This design comes from an exercise in tuning for small area on the open sky130 flow, not from production work.
The RTL was checked by simulation tests, not by an equivalence proof against the original design.
Power figures rest on the tool's default switching activity, not on a simulated workload.

==> flow/design.v <==
package bmhq_pkg;
  localparam int CAPACITY_DEF      = 64;
  localparam int PRIORITY_BITS_DEF = 16;
  localparam int TAG_BITS_DEF      = 16;
  typedef enum logic [1:0] {
    ERR_OK     = 2'd0,
    ERR_EMPTY  = 2'd1,
    ERR_FULL   = 2'd2,
    ERR_UNUSED = 2'd3
  } err_t;
  typedef enum logic [3:0] {
    ST_IDLE   = 4'd0,
    ST_INSW   = 4'd1,   
    ST_INSA   = 4'd2,   
    ST_INSB   = 4'd3,   
    ST_LAST   = 4'd4,   
    ST_DEC    = 4'd5,   
    ST_WB     = 4'd6,   
    ST_RELOAD = 4'd7,   
    ST_SHOW   = 4'd8,   
    ST_SHOWE  = 4'd9    
  } state_t;
endpackage
module binary_min_heap_queue_core #(
  parameter int CAPACITY      = bmhq_pkg::CAPACITY_DEF,
  parameter int PRIORITY_BITS = bmhq_pkg::PRIORITY_BITS_DEF,
  parameter int TAG_BITS      = bmhq_pkg::TAG_BITS_DEF,
  localparam int CW = $clog2(CAPACITY + 1)
) (
  input  logic                            clk,
  input  logic                            rst_n,
  input  logic                            start,
  output logic                            busy,
  input  logic                            in_kind,
  input  logic signed [PRIORITY_BITS-1:0] in_priority_req,
  input  logic        [TAG_BITS-1:0]      in_payload_tag,
  output logic                            out_valid,
  output logic signed [PRIORITY_BITS-1:0] out_top_priority,
  output logic        [TAG_BITS-1:0]      out_top_tag,
  output logic        [CW-1:0]            out_entry_count,
  output logic                            out_is_empty,
  output logic        [1:0]               out_error_code
);
  localparam int EW = PRIORITY_BITS + TAG_BITS;
  localparam int AW = $clog2(CAPACITY);
  localparam int QW = AW - 1;
  logic [EW*CAPACITY-1:0] ring;
  logic [EW-1:0]          h0, h1, hx, t0, t1;
  logic [EW-1:0]          c_r;
  logic                   sel, wr, c_ld;
  logic                   full, empty;
  assign h0 = ring[EW-1:0];
  assign h1 = ring[2*EW-1:EW];
  assign hx = sel ? h1 : h0;
  assign t0 = (wr && !sel) ? c_r : h0;
  assign t1 = (wr && sel) ? c_r : (empty ? '0 : h1);
  always_ff @(posedge clk) begin
    ring <= {t1, t0, ring[EW*CAPACITY-1:2*EW]};
  end
  bmhq_pkg::state_t state_r, state_nxt;
  bmhq_pkg::err_t   err_r, err_nxt;
  logic [QW-1:0]    q_r;
  logic [CW-1:0]    count_r, count_nxt;
  logic [AW-1:0]    cur_r, cur_nxt;
  logic             sw_r, sw_nxt, pr_r, pr_nxt;
  logic             accept;
  logic [QW:0] q1;
  assign q1 = {1'b0, q_r} + (QW+1)'(1);
  always_ff @(posedge clk) begin
    if (!rst_n) begin
      state_r <= bmhq_pkg::ST_IDLE;
      err_r   <= bmhq_pkg::ERR_OK;
      q_r     <= '0;
      count_r <= '0;
    end else begin
      state_r <= state_nxt;
      err_r   <= err_nxt;
      q_r     <= q1[QW-1:0];
      count_r <= count_nxt;
    end
  end
  always_ff @(posedge clk) begin
    cur_r <= cur_nxt;
    lvl_r <= lvl_nxt;
    sw_r  <= sw_nxt;
    pr_r  <= pr_nxt;
    if (accept) begin
      c_r <= {in_priority_req, in_payload_tag};
    end else if (c_ld) begin
      c_r <= hx;
    end
  end
  logic signed [PRIORITY_BITS-1:0] p0, p1, px, cp;
  assign p0 = h0[EW-1 -: PRIORITY_BITS];
  assign p1 = h1[EW-1 -: PRIORITY_BITS];
  assign px = hx[EW-1 -: PRIORITY_BITS];
  assign cp = c_r[EW-1 -: PRIORITY_BITS];
  function automatic logic lt16(input logic [PRIORITY_BITS-1:0] a, input logic [PRIORITY_BITS-1:0] b,
                                input logic le);
    logic c, ai, bi;
    c = le;
    for (int i = 0; i < PRIORITY_BITS; i++) begin
      ai = (i == PRIORITY_BITS-1) ? !a[i] : a[i];
      bi = (i == PRIORITY_BITS-1) ? !b[i] : b[i];
      c  = (!ai && bi) || (!ai && c) || (bi && c);
    end
    lt16 = c;
  endfunction
  logic x_vs_c, c_lt_x, x_lt_c, p1_lt_p0, ins_cmp;
  assign x_vs_c   = lt16(px, cp, ins_cmp);
  assign c_lt_x   = !x_vs_c;
  assign x_lt_c   = x_vs_c;
  assign p1_lt_p0 = lt16(p1, p0, 1'b0);
  logic [2:0]    lvl_r, lvl_nxt, depth;
  logic          path_bit, path_final;
  logic [CW-1:0] count_inc;
  assign count_inc = count_r + CW'(1);
  always_comb begin
    depth = '0;
    for (int i = 1; i < CW; i++) begin
      if (count_inc[i]) depth = 3'(i);
    end
  end
  assign path_bit   = count_r[lvl_r - 3'd1];
  assign path_final = (lvl_r == 3'd1);
  logic [AW-1:0] cur_m1, last_m1;
  assign cur_m1  = cur_r - AW'(1);
  assign last_m1 = AW'(count_r) - AW'(1);
  logic at_cur, at_last, at_kids;
  assign at_cur  = (q_r == cur_m1[AW-1:1]);
  assign at_last = (q_r == last_m1[AW-1:1]);
  assign at_kids = (q_r == cur_r[QW-1:0]);
  logic [CW-1:0] left7;
  logic          has_l, has_r;
  assign left7 = {cur_r, 1'b1};
  assign has_l = left7 < count_r;
  assign has_r = (left7 + CW'(1)) < count_r;
  assign ins_cmp = (state_r == bmhq_pkg::ST_INSW) || (state_r == bmhq_pkg::ST_INSA) ||
                   (state_r == bmhq_pkg::ST_INSB);
  assign full  = count_r[CW-1];
  assign empty = (count_r == '0);
  always_comb begin
    state_nxt = state_r;
    err_nxt   = err_r;
    count_nxt = count_r;
    cur_nxt   = cur_r;
    sw_nxt    = sw_r;
    pr_nxt    = pr_r;
    lvl_nxt   = lvl_r;
    accept    = 1'b0;
    sel       = 1'b0;
    wr        = 1'b0;
    c_ld      = 1'b0;
    out_valid = 1'b0;
    case (state_r)
      bmhq_pkg::ST_IDLE: begin
        if (start) begin
          accept  = 1'b1;
          err_nxt = bmhq_pkg::ERR_OK;
          cur_nxt = '0;
          if (!in_kind) begin
            if (full) begin
              err_nxt   = bmhq_pkg::ERR_FULL;
              state_nxt = bmhq_pkg::ST_SHOW;
            end else begin
              count_nxt = count_inc;
              lvl_nxt   = depth;
              state_nxt = bmhq_pkg::ST_INSW;
            end
          end else begin
            if (empty) begin
              err_nxt   = bmhq_pkg::ERR_EMPTY;
              state_nxt = bmhq_pkg::ST_SHOWE;
            end else begin
              count_nxt = count_r - CW'(1);
              if (count_r == CW'(1)) state_nxt = bmhq_pkg::ST_SHOWE;
              else                   state_nxt = bmhq_pkg::ST_LAST;
            end
          end
        end
      end
      bmhq_pkg::ST_INSW: begin
        sel = 1'b1;
        if (q_r == '1) begin
          out_valid = 1'b1;
          wr        = (lvl_r == '0) || c_lt_x;
          c_ld      = wr;
          if (lvl_r == '0) state_nxt = bmhq_pkg::ST_IDLE;
          else if (wr)     state_nxt = bmhq_pkg::ST_INSB;
          else             state_nxt = bmhq_pkg::ST_INSA;
        end
      end
      bmhq_pkg::ST_INSA, bmhq_pkg::ST_INSB: begin
        sel = path_bit;
        if (at_kids) begin
          wr      = (state_r == bmhq_pkg::ST_INSB) || path_final || c_lt_x;
          c_ld    = wr;
          cur_nxt = AW'(left7) + AW'(path_bit);
          lvl_nxt = lvl_r - 3'd1;
          if (path_final) state_nxt = bmhq_pkg::ST_IDLE;
          else if (wr)    state_nxt = bmhq_pkg::ST_INSB;
        end
      end
      bmhq_pkg::ST_LAST: begin
        sel = !count_r[0];
        if (at_last) begin
          c_ld      = 1'b1;
          state_nxt = bmhq_pkg::ST_DEC;
        end
      end
      bmhq_pkg::ST_DEC: begin
        sel = has_r && p1_lt_p0;
        if (!has_l || (at_kids && !x_lt_c)) begin
          sw_nxt = 1'b0;
          if (cur_r == '0) state_nxt = bmhq_pkg::ST_WB;
          else             state_nxt = bmhq_pkg::ST_IDLE;
        end else if (at_kids) begin
          wr        = 1'b1;
          c_ld      = 1'b1;
          sw_nxt    = 1'b1;
          pr_nxt    = sel;
          state_nxt = bmhq_pkg::ST_WB;
        end
      end
      bmhq_pkg::ST_WB: begin
        sel = !cur_r[0];
        if (at_cur) begin
          wr        = 1'b1;
          out_valid = (cur_r == '0);
          if (sw_r) begin
            cur_nxt   = AW'(left7) + AW'(pr_r);
            state_nxt = bmhq_pkg::ST_RELOAD;
          end else begin
            state_nxt = bmhq_pkg::ST_IDLE;
          end
        end
      end
      bmhq_pkg::ST_RELOAD: begin
        sel = !cur_r[0];
        if (at_cur) begin
          c_ld      = 1'b1;
          state_nxt = bmhq_pkg::ST_DEC;
        end
      end
      bmhq_pkg::ST_SHOW: begin
        sel = 1'b1;
        if (q_r == '1) begin
          out_valid = 1'b1;
          state_nxt = bmhq_pkg::ST_IDLE;
        end
      end
      bmhq_pkg::ST_SHOWE: begin
        sel       = 1'b1;
        out_valid = 1'b1;
        state_nxt = bmhq_pkg::ST_IDLE;
      end
      default: state_nxt = bmhq_pkg::ST_IDLE;
    endcase
  end
  assign busy             = (state_r != bmhq_pkg::ST_IDLE);
  assign out_is_empty     = empty;
  assign out_top_priority = t1[EW-1 -: PRIORITY_BITS];
  assign out_top_tag      = t1[TAG_BITS-1:0];
  assign out_entry_count  = count_r;
  assign out_error_code   = err_r;
endmodule
Settings: LEC_CHECK=0, ABC_AREA=1, CAP_MARGIN=0, CORE_MARGIN=2, CORE_UTILIZATION=70, PLACE_DENSITY=0.88, SLEW_MARGIN=0; clock period 10.0 ns.
standard.sh (not shown) runs the stock make flow with config.mk's settings and CLKGATE_MAP_FILE= SYNTH_SCRIPT=/design/flow/synth_recipe.tcl, a recipe that flattens the netlist after the stock synthesis.
==> flow/flow/run.sh <==
#!/bin/bash
# Standard layout with two changes: clock tree synthesis clusters up to 25 flip-flops per leaf
# buffer (within 60 um) and adds no dummy loads, and ports are buffered with buf_1.
set -euo pipefail
bash standard.sh \
  "CTS_ARGS=-sink_clustering_enable -repair_clock_nets -dont_use_dummy_load -sink_clustering_size 25 -sink_clustering_max_diameter 60" \
  "BUFFER_PORTS_ARGS=-buffer_cell sky130_fd_sc_hd__buf_1" \
  finish > flow.log 2>&1
Next try:
--- a/flow/design.v
+++ b/flow/design.v
@@ -50,12 +50,17 @@
   logic                   sel, wr, c_ld;
   logic                   full, empty;
   assign h0 = ring[EW-1:0];
   assign h1 = ring[2*EW-1:EW];
   assign hx = sel ? h1 : h0;
-  assign t0 = (wr && !sel) ? c_r : h0;
-  assign t1 = (wr && sel) ? c_r : (empty ? '0 : h1);
+  logic w0, w1, k0, k1;
+  assign w0 = wr && !sel;
+  assign w1 = wr && sel;
+  assign k0 = !w0;
+  assign k1 = !w1 && !empty;
+  assign t0 = (c_r & {EW{w0}}) | (h0 & {EW{k0}});
+  assign t1 = (c_r & {EW{w1}}) | (h1 & {EW{k1}});
   always_ff @(posedge clk) begin
     ring <= {t1, t0, ring[EW*CAPACITY-1:2*EW]};
   end
   bmhq_pkg::state_t state_r, state_nxt;
   bmhq_pkg::err_t   err_r, err_nxt;
@@ -121,16 +126,14 @@
       if (count_inc[i]) depth = 3'(i);
     end
   end
   assign path_bit   = count_r[lvl_r - 3'd1];
   assign path_final = (lvl_r == 3'd1);
-  logic [AW-1:0] cur_m1, last_m1;
+  logic [AW-1:0] cur_m1;
   assign cur_m1  = cur_r - AW'(1);
-  assign last_m1 = AW'(count_r) - AW'(1);
-  logic at_cur, at_last, at_kids;
+  logic at_cur, at_kids;
   assign at_cur  = (q_r == cur_m1[AW-1:1]);
-  assign at_last = (q_r == last_m1[AW-1:1]);
   assign at_kids = (q_r == cur_r[QW-1:0]);
   logic [CW-1:0] left7;
   logic          has_l, has_r;
   assign left7 = {cur_r, 1'b1};
   assign has_l = left7 < count_r;
@@ -171,10 +174,11 @@
             if (empty) begin
               err_nxt   = bmhq_pkg::ERR_EMPTY;
               state_nxt = bmhq_pkg::ST_SHOWE;
             end else begin
               count_nxt = count_r - CW'(1);
+              cur_nxt   = AW'(count_nxt);
               if (count_r == CW'(1)) state_nxt = bmhq_pkg::ST_SHOWE;
               else                   state_nxt = bmhq_pkg::ST_LAST;
             end
           end
         end
@@ -200,13 +204,14 @@
           if (path_final) state_nxt = bmhq_pkg::ST_IDLE;
           else if (wr)    state_nxt = bmhq_pkg::ST_INSB;
         end
       end
       bmhq_pkg::ST_LAST: begin
-        sel = !count_r[0];
-        if (at_last) begin
+        sel = !cur_r[0];
+        if (at_cur) begin
           c_ld      = 1'b1;
+          cur_nxt   = '0;
           state_nxt = bmhq_pkg::ST_DEC;
         end
       end
       bmhq_pkg::ST_DEC: begin
         sel = has_r && p1_lt_p0;
Worst setup slack gets worse by 0.13 ns.
Routed wire length is higher by 12%.
Final area is lower by 0.42%.
Sequential power is lower by 24%.
Synthesized cell count is lower by 1.8%.
Count of clock-buffer cells in the layout is higher by 2.
Cell count is lower by 1.3%.
Non-clock buffer count is lower by 3.

[re-timing with driven ports]
In the flow no input, the clock included, has a driving cell. The finished layouts below were timed again as built, in two steps. Step 1 assumes that a clkbuf_16 drives the clock port and a buf_2 every other input. Step 2, shift: input delay + t, output delay - t, t = (earliest + latest rising clock arrival at the registers) / 2. This alone moves slack from input paths to output paths. Three values: no drivers, after step 1, after step 2; two values: the first two.
run | shift t [ns] | setup slack, ns | hold slack, ns
the first run | 0.692 | 0.849 / 0.787 / 1.479 | 0.276 / 0.276 / 0.276
the second run | 0.708 | 0.719 / 0.656 / 1.364 | 0.273 / 0.273 / 0.273
After both steps setup and hold are still met in every run listed.
